Source: an optimization exercise on an open RTL-to-GDS flow (aim: small area, a short achievable clock period and few clock cycles per item). Production flows keep margins and buffers that such runs may drop.
The RTL was checked by simulation tests, not by an equivalence proof against the original design.
Power is estimated from default activity; no workload was simulated.

## page_table_leaf_ager
module page_table_leaf_ager (
    input  logic              clk,
    input  logic              rst_n,
    input  logic              push,
    output logic              full,
    input  logic              entry_valid,
    input  logic              entry_accessed,
    input  logic [3:0]        entry_age,
    input  logic              last_entry,
    output logic              empty,
    input  logic              pop,
    output logic [3:0]        new_age,
    output logic              advanced,
    output logic [31:0]       bucket_count,
    output logic              region_done,
    output logic signed [4:0] region_old_max,
    output logic signed [4:0] region_new_max,
    output logic              region_moves,
    output logic [9:0]        aged_total
);
==> flow/config.mk <==
export PLATFORM = sky130hd
export DESIGN_NAME = page_table_leaf_ager
export DESIGN_NICKNAME = page_table_leaf_ager
export VERILOG_FILES = /design/flow/design.v
export SDC_FILE = /design/flow/constraint.sdc
export NUM_CORES = 4
export LEC_CHECK = 0
export ABC_AREA = 1
export CAP_MARGIN = 20
export CORE_MARGIN = 2
export CORE_UTILIZATION = 60
export CTS_BUF_LIST = sky130_fd_sc_hd__clkbuf_16
export CTS_CLUSTER_DIAMETER = 80
export CTS_CLUSTER_SIZE = 24
export SETUP_SLACK_MARGIN = 2.5
export SLEW_MARGIN = 20
==> flow/constraint.sdc <==
create_clock -name core_clock -period 5.0 [get_ports {clk}]
set_input_delay 1.0000 -clock core_clock [delete_from_list [all_inputs] [get_ports {clk}]]
set_output_delay 1.0000 -clock core_clock [all_outputs]
set_load 0.01 [all_outputs]
standard.sh (not shown) runs the stock make flow with config.mk's settings and CLKGATE_MAP_FILE= SYNTH_SCRIPT=/design/flow/synth_recipe.tcl, a recipe that flattens the netlist after the stock synthesis.
==> flow/flow/run.sh <==
#!/bin/bash
# Layout flow: the standard ORFS flow (standard.sh, standard synthesis unchanged) with two
# changes to how the layout is made:
#  - port buffers are sky130_fd_sc_hd__buf_2 cells (the default pick is a slow delay cell);
#  - timing and design repair may resize a cell into one with a different footprint.
# Each tool's full output goes to a log file in this folder; ORFS keeps its own step logs
# under orfs/logs.
set -euo pipefail
bash standard.sh MATCH_CELL_FOOTPRINT=0 "BUFFER_PORTS_ARGS=-buffer_cell sky130_fd_sc_hd__buf_2" finish > flow_make.log 2>&1
Testbench counts at the start, summed over its fixed seeds: cycles 32,800, items 32,768.
Edit:
Settings changed: CORE_UTILIZATION 60 to 40, SETUP_SLACK_MARGIN 2.5 to 2.8.
What happened: Critical path depth rises by 1. Clock power rises by 17%. Utilization falls by 18 points. Cell area rises by 13%. Fmax rises by 1.8%. Clock skew rises by 0.0080 ns. Die area rises by 49%. Area after synthesis does not change.
Edit:
==> flow/run.sh (new file) <==
#!/bin/bash
# synth_recipe.tcl (not shown) runs the flow's synth.tcl, then flattens the netlist and writes it again
# the make line also repeats each setting of config.mk as NAME=value (left out here)
make -C /OpenROAD-flow-scripts/flow DESIGN_CONFIG=/design/flow/config.mk WORK_HOME=/design/flow/orfs CLKGATE_MAP_FILE= SYNTH_SCRIPT=/design/flow/synth_recipe.tcl finish
Settings changed: ABC_AREA 1 to default, CTS_BUF_LIST sky130_fd_sc_hd__clkbuf_16 to default, CTS_CLUSTER_DIAMETER 80 to default, CTS_CLUSTER_SIZE 24 to default, SETUP_SLACK_MARGIN 2.8 to 2.3.
removed: flow/flow/run.sh
removed: flow/standard.sh
Wire length falls by 12%.
Global-route usage is lower by 1.8 points.
Utilization is lower by 2.3 points.
Critical path depth falls by 6.
Clock skew is about the same.
Worst hold slack got worse by 0.0090 ns.
Combinational power shrinks by 18%.
Worst setup slack is worse by 0.39 ns.
Area after synthesis is lower by 4.8%.
Final area went down by 9.0%.
Sequential power is lower by about 2%.
Edit:
Settings changed: ABC_AREA from default to 1, CTS_BUF_LIST from default to sky130_fd_sc_hd__clkbuf_16, CTS_CLUSTER_DIAMETER from default to 80, CTS_CLUSTER_SIZE from default to 24, SETUP_SLACK_MARGIN 2.3 to 2.5.
Effect: Power drops by 5.4%. Synthesized area came out higher by 5.1%. Clock-buffer cell count went down by 29.

---

page_table_leaf_ager again, from the RTL that the note above started with.
==> flow/config.mk <==
export PLATFORM = sky130hd
export DESIGN_NAME = page_table_leaf_ager
export DESIGN_NICKNAME = page_table_leaf_ager
export VERILOG_FILES = /design/flow/design.v
export SDC_FILE = /design/flow/constraint.sdc
export NUM_CORES = 4
export LEC_CHECK = 0
export ABC_AREA = 1
export CAP_MARGIN = 20
export CORE_MARGIN = 2
export CORE_UTILIZATION = 40
export CTS_BUF_LIST = sky130_fd_sc_hd__clkbuf_16
export CTS_CLUSTER_DIAMETER = 80
export CTS_CLUSTER_SIZE = 24
export SETUP_SLACK_MARGIN = 2.5
export SLEW_MARGIN = 20
==> flow/constraint.sdc <==
create_clock -name core_clock -period 5.0 [get_ports {clk}]
set_input_delay 1.0000 -clock core_clock [delete_from_list [all_inputs] [get_ports {clk}]]
set_output_delay 1.0000 -clock core_clock [all_outputs]
set_load 0.01 [all_outputs]
==> flow/flow/run.sh <==
#!/bin/bash
# Layout flow: the standard ORFS flow (standard.sh, standard synthesis unchanged) with two
# changes to how the layout is made:
#  - port buffers are sky130_fd_sc_hd__buf_2 cells (the default pick is a slow delay cell);
#  - timing and design repair may resize a cell into one with a different footprint.
# Each tool's full output goes to a log file in this folder; ORFS keeps its own step logs
# under orfs/logs.
set -euo pipefail
bash standard.sh MATCH_CELL_FOOTPRINT=0 "BUFFER_PORTS_ARGS=-buffer_cell sky130_fd_sc_hd__buf_2" finish > flow_make.log 2>&1
Testbench counts at the start, summed over its fixed seeds: cycles 32,800, items 32,768.
Next try:
==> flow/run.sh (new file) <==
#!/bin/bash
# synth_recipe.tcl (not shown) runs the flow's synth.tcl, then flattens the netlist and writes it again
# the make line also repeats each setting of config.mk as NAME=value (left out here)
make -C /OpenROAD-flow-scripts/flow DESIGN_CONFIG=/design/flow/config.mk WORK_HOME=/design/flow/orfs CLKGATE_MAP_FILE= SYNTH_SCRIPT=/design/flow/synth_recipe.tcl finish
--- a/flow/config.mk
+++ b/flow/config.mk
@@ -11,5 +11,2 @@
 export CORE_UTILIZATION = 40
-export CTS_BUF_LIST = sky130_fd_sc_hd__clkbuf_16
-export CTS_CLUSTER_DIAMETER = 80
-export CTS_CLUSTER_SIZE = 24
 export SETUP_SLACK_MARGIN = 2.5
removed: flow/flow/run.sh
removed: flow/standard.sh
Clock power goes up by 45%.
Power is higher by about 5.6%.
Die area does not change.
Count of clock-buffer cells in the layout rose by 34.
Hold slack got worse by 0.0038 ns.

---

Another version of the RTL of page_table_leaf_ager (not shown whole).
For scale: about 1,900 cells after synthesis, roughly 72 I/O pins.
export LEC_CHECK = 0
export ABC_AREA = 1
export CAP_MARGIN = 20
export CORE_MARGIN = 2
export CORE_UTILIZATION = 40
export CTS_BUF_LIST = sky130_fd_sc_hd__clkbuf_16
export CTS_CLUSTER_DIAMETER = 80
export CTS_CLUSTER_SIZE = 24
export SETUP_SLACK_MARGIN = 2.8
export SLEW_MARGIN = 20
create_clock -name core_clock -period 5.0 [get_ports {clk}]
==> flow/flow/run.sh <==
#!/bin/bash
# Layout flow: the standard ORFS flow (standard.sh, standard synthesis unchanged) with two
# changes to how the layout is made:
#  - port buffers are sky130_fd_sc_hd__buf_2 cells (the default pick is a slow delay cell);
#  - timing and design repair may resize a cell into one with a different footprint.
# Each tool's full output goes to a log file in this folder; ORFS keeps its own step logs
# under orfs/logs.
set -euo pipefail
bash standard.sh MATCH_CELL_FOOTPRINT=0 "BUFFER_PORTS_ARGS=-buffer_cell sky130_fd_sc_hd__buf_2" finish > flow_make.log 2>&1
The first run went through all stages and came out clean.
Testbench counts at the start, summed over its fixed seeds: cycles 32,800, items 32,768.
Then changed:
- CORE_UTILIZATION: 40 -> 65
- SETUP_SLACK_MARGIN: 2.8 -> 2.5
- TNS_END_PERCENT: not set -> 5
Outcome:
- The changed run ran to the end with no violations
- synthesized area is unchanged
- total power came out lower by 12%
- die area came out lower by 38%
- clock skew came out lower by 0.0080 ns
Then changed:
- ABC_AREA: 1 -> not set
- CORE_UTILIZATION: 65 -> 40
- SETUP_SLACK_MARGIN: 2.5 -> 2.7
- TNS_END_PERCENT: 5 -> not set
Outcome:
- The new run went through all stages and came out clean
- first-iteration DRC count falls by 24%
- wire length rose by about 3%
- final area rose by about 11%
- total power goes up by 14%
- non-clock buffer count grows by 129
Then changed:
- ABC_AREA: not set -> 1
- SETUP_SLACK_MARGIN: 2.7 -> 2.9
Routed wire length climbs by about a fifth.
Setup slack gets better by 0.094 ns.
Hold slack gets better by 0.0054 ns.

---

page_table_leaf_ager, a different RTL version from the one above (not shown whole).
Size: ~2000 cells after synthesis, ~420 flip-flops, about 72 I/O pins.
clock: 5.0 ns
lec_check: 0
abc_area: 1
cap_margin: 20
core_margin: 2
core_utilization: 40
cts_buf_list: sky130_fd_sc_hd__clkbuf_16
cts_cluster_diameter: 80
cts_cluster_size: 24
setup_slack_margin: 2.7
slew_margin: 20
Scripts as last shown in full above: flow/flow/run.sh
Testbench counts at the start, summed over its fixed seeds: cycles 32,800, items 32,768.
Next try:
==> flow/flow/run.sh (replaced) <==
#!/bin/bash
# Layout flow: the standard ORFS flow (standard.sh) with three changes to how the
# layout is made; the registers and their names are those of the standard synthesis:
#  - synthesis leaves adders as plain gates (no half/full-adder cell extraction), since
#    this design's +1/-1 logic is faster as plain gates;
#  - port buffers are sky130_fd_sc_hd__buf_2 cells (the default pick is a slow delay cell);
#  - timing and design repair may resize a cell into one with a different footprint.
# Each tool's full output goes to a log file in this folder; ORFS keeps its own step logs
# under orfs/logs.
set -euo pipefail
bash standard.sh ADDER_MAP_FILE= MATCH_CELL_FOOTPRINT=0 "BUFFER_PORTS_ARGS=-buffer_cell sky130_fd_sc_hd__buf_2" finish > flow_make.log 2>&1
Sequential share of layout area rose by 1.3 points.
Clock skew fell by 0.013 ns.
Final area fell by 2.4%.
Worst setup slack loses 0.082 ns.
Sequential cell count stays the same.
Non-clock buffer count fell by 25.
Routed wire length fell by 6.4%.
Via count fell by 2.4%.
Synthesized cell count is about the same.
Maximum frequency fell by 3.5%.
Synthesized area fell by 0.81%.

---

page_table_leaf_ager, a different RTL version from the one above (not shown whole).
Size in the first run: ~380 flip-flops, ~23,000 um2 of cells after synthesis.
clock: 5.0 ns
lec_check: 0
cap_margin: 20
core_margin: 2
core_utilization: 40
setup_slack_margin: 2.5
slew_margin: 20
run.sh (not shown) runs the stock make flow with config.mk's settings and CLKGATE_MAP_FILE= SYNTH_SCRIPT=/design/flow/synth_recipe.tcl, a recipe that flattens the netlist after the stock synthesis.
Stock flow here: none of the scripts above is used.
Testbench counts at the start, summed over its fixed seeds: cycles 32,800, items 32,768.
Rerun with:
Settings changed: ABC_AREA set to 1.
Result:
- critical path depth goes up by 3
- via count goes up by 12%
- register-to-register slack gets better by 0.03 ns
- setup slack gets better by 0.027 ns
Rerun with:
Settings changed: ABC_AREA 1 to not set, SETUP_SLACK_MARGIN 2.5 to not set.
Effect:
- core utilization came out lower by 2.0 points
- fmax came out lower by 27%
- via count came out lower by 14%
- power came out lower by 13%
- sequential share of layout area came out higher by 5.0 points
- non-clock buffer count came out lower by 50
- worst hold slack improves by 0.053 ns
- critical path depth came out lower by 4
- cell area came out lower by 13%
- sequential power came out lower by about 1%
- synthesized cell count came out lower by 32%

---

run A:
page_table_leaf_ager with an RTL version that a note above also has.
For scale: ~1900 cells after synthesis, roughly 72 I/O pins, about 0.019 sq mm of cells after synthesis.
Settings: LEC_CHECK=0, ABC_AREA=1, CAP_MARGIN=20, CORE_MARGIN=2, CORE_UTILIZATION=40, CTS_BUF_LIST=sky130_fd_sc_hd__clkbuf_16, CTS_CLUSTER_DIAMETER=80, CTS_CLUSTER_SIZE=24, SETUP_SLACK_MARGIN=2.6, SLEW_MARGIN=20; clock period 5.0 ns.
standard.sh (not shown) runs the stock make flow with config.mk's settings and CLKGATE_MAP_FILE= SYNTH_SCRIPT=/design/flow/synth_recipe.tcl, a recipe that flattens the netlist after the stock synthesis.
==> flow/flow/run.sh <==
#!/bin/bash
# Layout flow: the standard ORFS flow (standard.sh, standard synthesis unchanged) with two
# changes to how the layout is made:
#  - port buffers are sky130_fd_sc_hd__buf_2 cells (the default pick is a slow delay cell);
#  - timing and design repair may resize a cell into one with a different footprint.
# Each tool's full output goes to a log file in this folder; ORFS keeps its own step logs
# under orfs/logs.
set -euo pipefail
bash standard.sh MATCH_CELL_FOOTPRINT=0 "BUFFER_PORTS_ARGS=-buffer_cell sky130_fd_sc_hd__buf_2" finish > flow_make.log 2>&1
Testbench counts of run A, summed over its fixed seeds: cycles 32,800, items 32,768.
What run B does differently from run A at the input level:
- swapping 2.6 for 2.3 in SETUP_SLACK_MARGIN
Run B and run A ended up with roughly the same wire length of the first global-routing pass.
Run B against run A: register fraction of the total cell area now sits higher, buffering stage count on the worst path with inverters included now sits lower, share of the clock period used by the worst path now sits higher, global routing usage on met1 now sits lower, cell count now sits lower.
Summary of the comparison: minimum hold slack is lower in run B, relative to run A.
Max layout-stage area growth over the synthesis result across run A and run B: run A
The following lists how run C was set up differently from run B:
- SETUP_SLACK_MARGIN: 2.3 -> 2.5
==> comparison <==
Vertical extent of the die: run B vs run C identical
Run C ended up with a higher final cell count than run B did.
Diff run B -> run C: critical path depth in cells moved up, highest net fanout along the worst path decreased 35, relative contribution of the clock network to total power did not really move, count of max-cap constraint violations closely matched the old numbers.
Re wire length: run C is about 1.7% down on run B.

---

blue:
page_table_leaf_ager with an RTL version that a note above also has.
Size in the first run: ~2000 cells after synthesis.
export LEC_CHECK = 0
export ABC_AREA = 1
export CAP_MARGIN = 20
export CORE_MARGIN = 2
export CORE_UTILIZATION = 40
export CTS_BUF_LIST = sky130_fd_sc_hd__clkbuf_16
export CTS_CLUSTER_DIAMETER = 80
export CTS_CLUSTER_SIZE = 24
export SETUP_SLACK_MARGIN = 2.9
export SLEW_MARGIN = 20
create_clock -name core_clock -period 5.0 [get_ports {clk}]
==> flow/flow/run.sh <==
#!/bin/bash
# Layout flow: the standard ORFS flow (standard.sh) with three changes to how the
# layout is made; the registers and their names are those of the standard synthesis:
#  - synthesis leaves adders as plain gates (no half/full-adder cell extraction), since
#    this design's +1/-1 logic is faster as plain gates;
#  - port buffers are sky130_fd_sc_hd__buf_2 cells (the default pick is a slow delay cell);
#  - timing and design repair may resize a cell into one with a different footprint.
# Each tool's full output goes to a log file in this folder; ORFS keeps its own step logs
# under orfs/logs.
set -euo pipefail
bash standard.sh ADDER_MAP_FILE= MATCH_CELL_FOOTPRINT=0 "BUFFER_PORTS_ARGS=-buffer_cell sky130_fd_sc_hd__buf_2" finish > flow_make.log 2>&1
Testbench counts of blue, summed over its fixed seeds: cycles 32,800, items 32,768.
### blue -> orange
==> flow/flow/run.sh <==
#!/bin/bash
# Layout flow: the standard ORFS flow (standard.sh, standard synthesis unchanged) with two
# changes to how the layout is made:
#  - port buffers are sky130_fd_sc_hd__buf_2 cells (the default pick is a slow delay cell);
#  - timing and design repair may resize a cell into one with a different footprint.
# Each tool's full output goes to a log file in this folder; ORFS keeps its own step logs
# under orfs/logs.
set -euo pipefail
bash standard.sh MATCH_CELL_FOOTPRINT=0 "BUFFER_PORTS_ARGS=-buffer_cell sky130_fd_sc_hd__buf_2" finish > flow_make.log 2>&1
Results
- Where power is concerned, blue is outperformed by orange.
- orange vs blue on count of unique library cells instantiated by Yosys: orange is the higher one.
- In the reports for blue and orange, the smaller simple-gate portion of the synthesized area belongs to orange.
- [compare] base=blue new=orange: number of standard cells in the final layout excluding fillers went up about 0.7%, share of layout cells above drive strength 1 flat, total clock buffers created by CTS grew by 1, data arrival time at the worst-slack endpoint saw an increase.
- Between blue and orange, the difference in cell area after layout is negligible.
- Highest layer used for signal routing = met5: orange; highest layer used for signal routing = met4: blue
- [diff] register-to-register slack, orange relative to blue: improvement
- Compared to blue, orange has global-route usage 0.45 points higher.
- Power dissipated in the clock network ended up about 4% higher on orange than on blue.

[port drivers added, routing unchanged]
In the flow no input, the clock included, has a driving cell. The finished layouts below were timed again as built, in two steps.
Step 1 sets driving cells, clkbuf_16 on the clock port and buf_2 on the other inputs (assumed; they add their load-dependent delay and slew).
Step 2, shift: input delay + t, output delay - t, t = (earliest + latest rising clock arrival at the registers) / 2. This alone moves slack from input paths to output paths.
Three values: no drivers, after step 1, after step 2; two values: the first two.
| run | t (ns) | setup slack, ns | worst slew at a driven data input, ns | cell pins on the clock port's net |
|---|---|---|---|---|
| the first run of note 1 | 0.602 | 2.463 / 2.463 / 1.968 | 0.03 | 1 |
| the second run of note 1 | 0.617 | 2.507 / 2.507 / 2.160 | 0.05 | 1 |
| the third run of note 1 | 0.601 | 2.115 / 2.115 / 1.658 | 0.05 | 1 |
| the fourth run of note 1 | 0.612 | 2.461 / 2.461 / 2.173 | 0.06 | 1 |
| the first run of note 2 | 0.615 | 2.501 / 2.537 / 1.922 | 0.06 | 1 |
| the second run of note 2 | 0.635 | 2.457 / 2.457 / 2.169 | 0.06 | 1 |
| the first run of note 3 | 0.627 | 2.672 / 2.618 / 2.267 | 0.06 | 1 |
| the second run of note 3 | 0.590 | 2.422 / 2.422 / 1.973 | 0.03 | 1 |
| the third run of note 3 | 0.632 | 2.554 / 2.554 / 2.024 | 0.06 | 1 |
| the fourth run of note 3 | 0.637 | 2.648 / 2.640 / 2.326 | 0.11 | 1 |
| the first run of note 4 | 0.627 | 2.749 / 2.705 / 2.234 | 0.03 | 1 |
| the second run of note 4 | 0.623 | 2.667 / 2.667 / 2.213 | 0.07 | 1 |
| the first run of note 5 | 0.661 | 2.428 / 2.428 / 2.126 | 0.05 | 1 |
| the second run of note 5 | 0.652 | 2.456 / 2.456 / 2.042 | 0.05 | 1 |
| the third run of note 5 | 0.658 | 1.503 / 1.503 / 1.503 | 0.05 | 1 |
| run A | 0.619 | 2.638 / 2.638 / 2.101 | 0.06 | 1 |
| run B | 0.616 | 2.382 / 2.363 / 1.747 | 0.07 | 1 |
| run C | 0.630 | 2.565 / 2.565 / 1.980 | 0.08 | 1 |
| blue | 0.619 | 2.768 / 2.717 / 2.437 | 0.04 | 1 |
| orange | 0.635 | 2.754 / 2.700 / 2.418 | 0.05 | 1 |
After both steps setup and hold are still met in every run listed. For run B, which loses most, drivers alone change the setup slack by -0.019 ns; drivers and shift together by -0.635 ns.
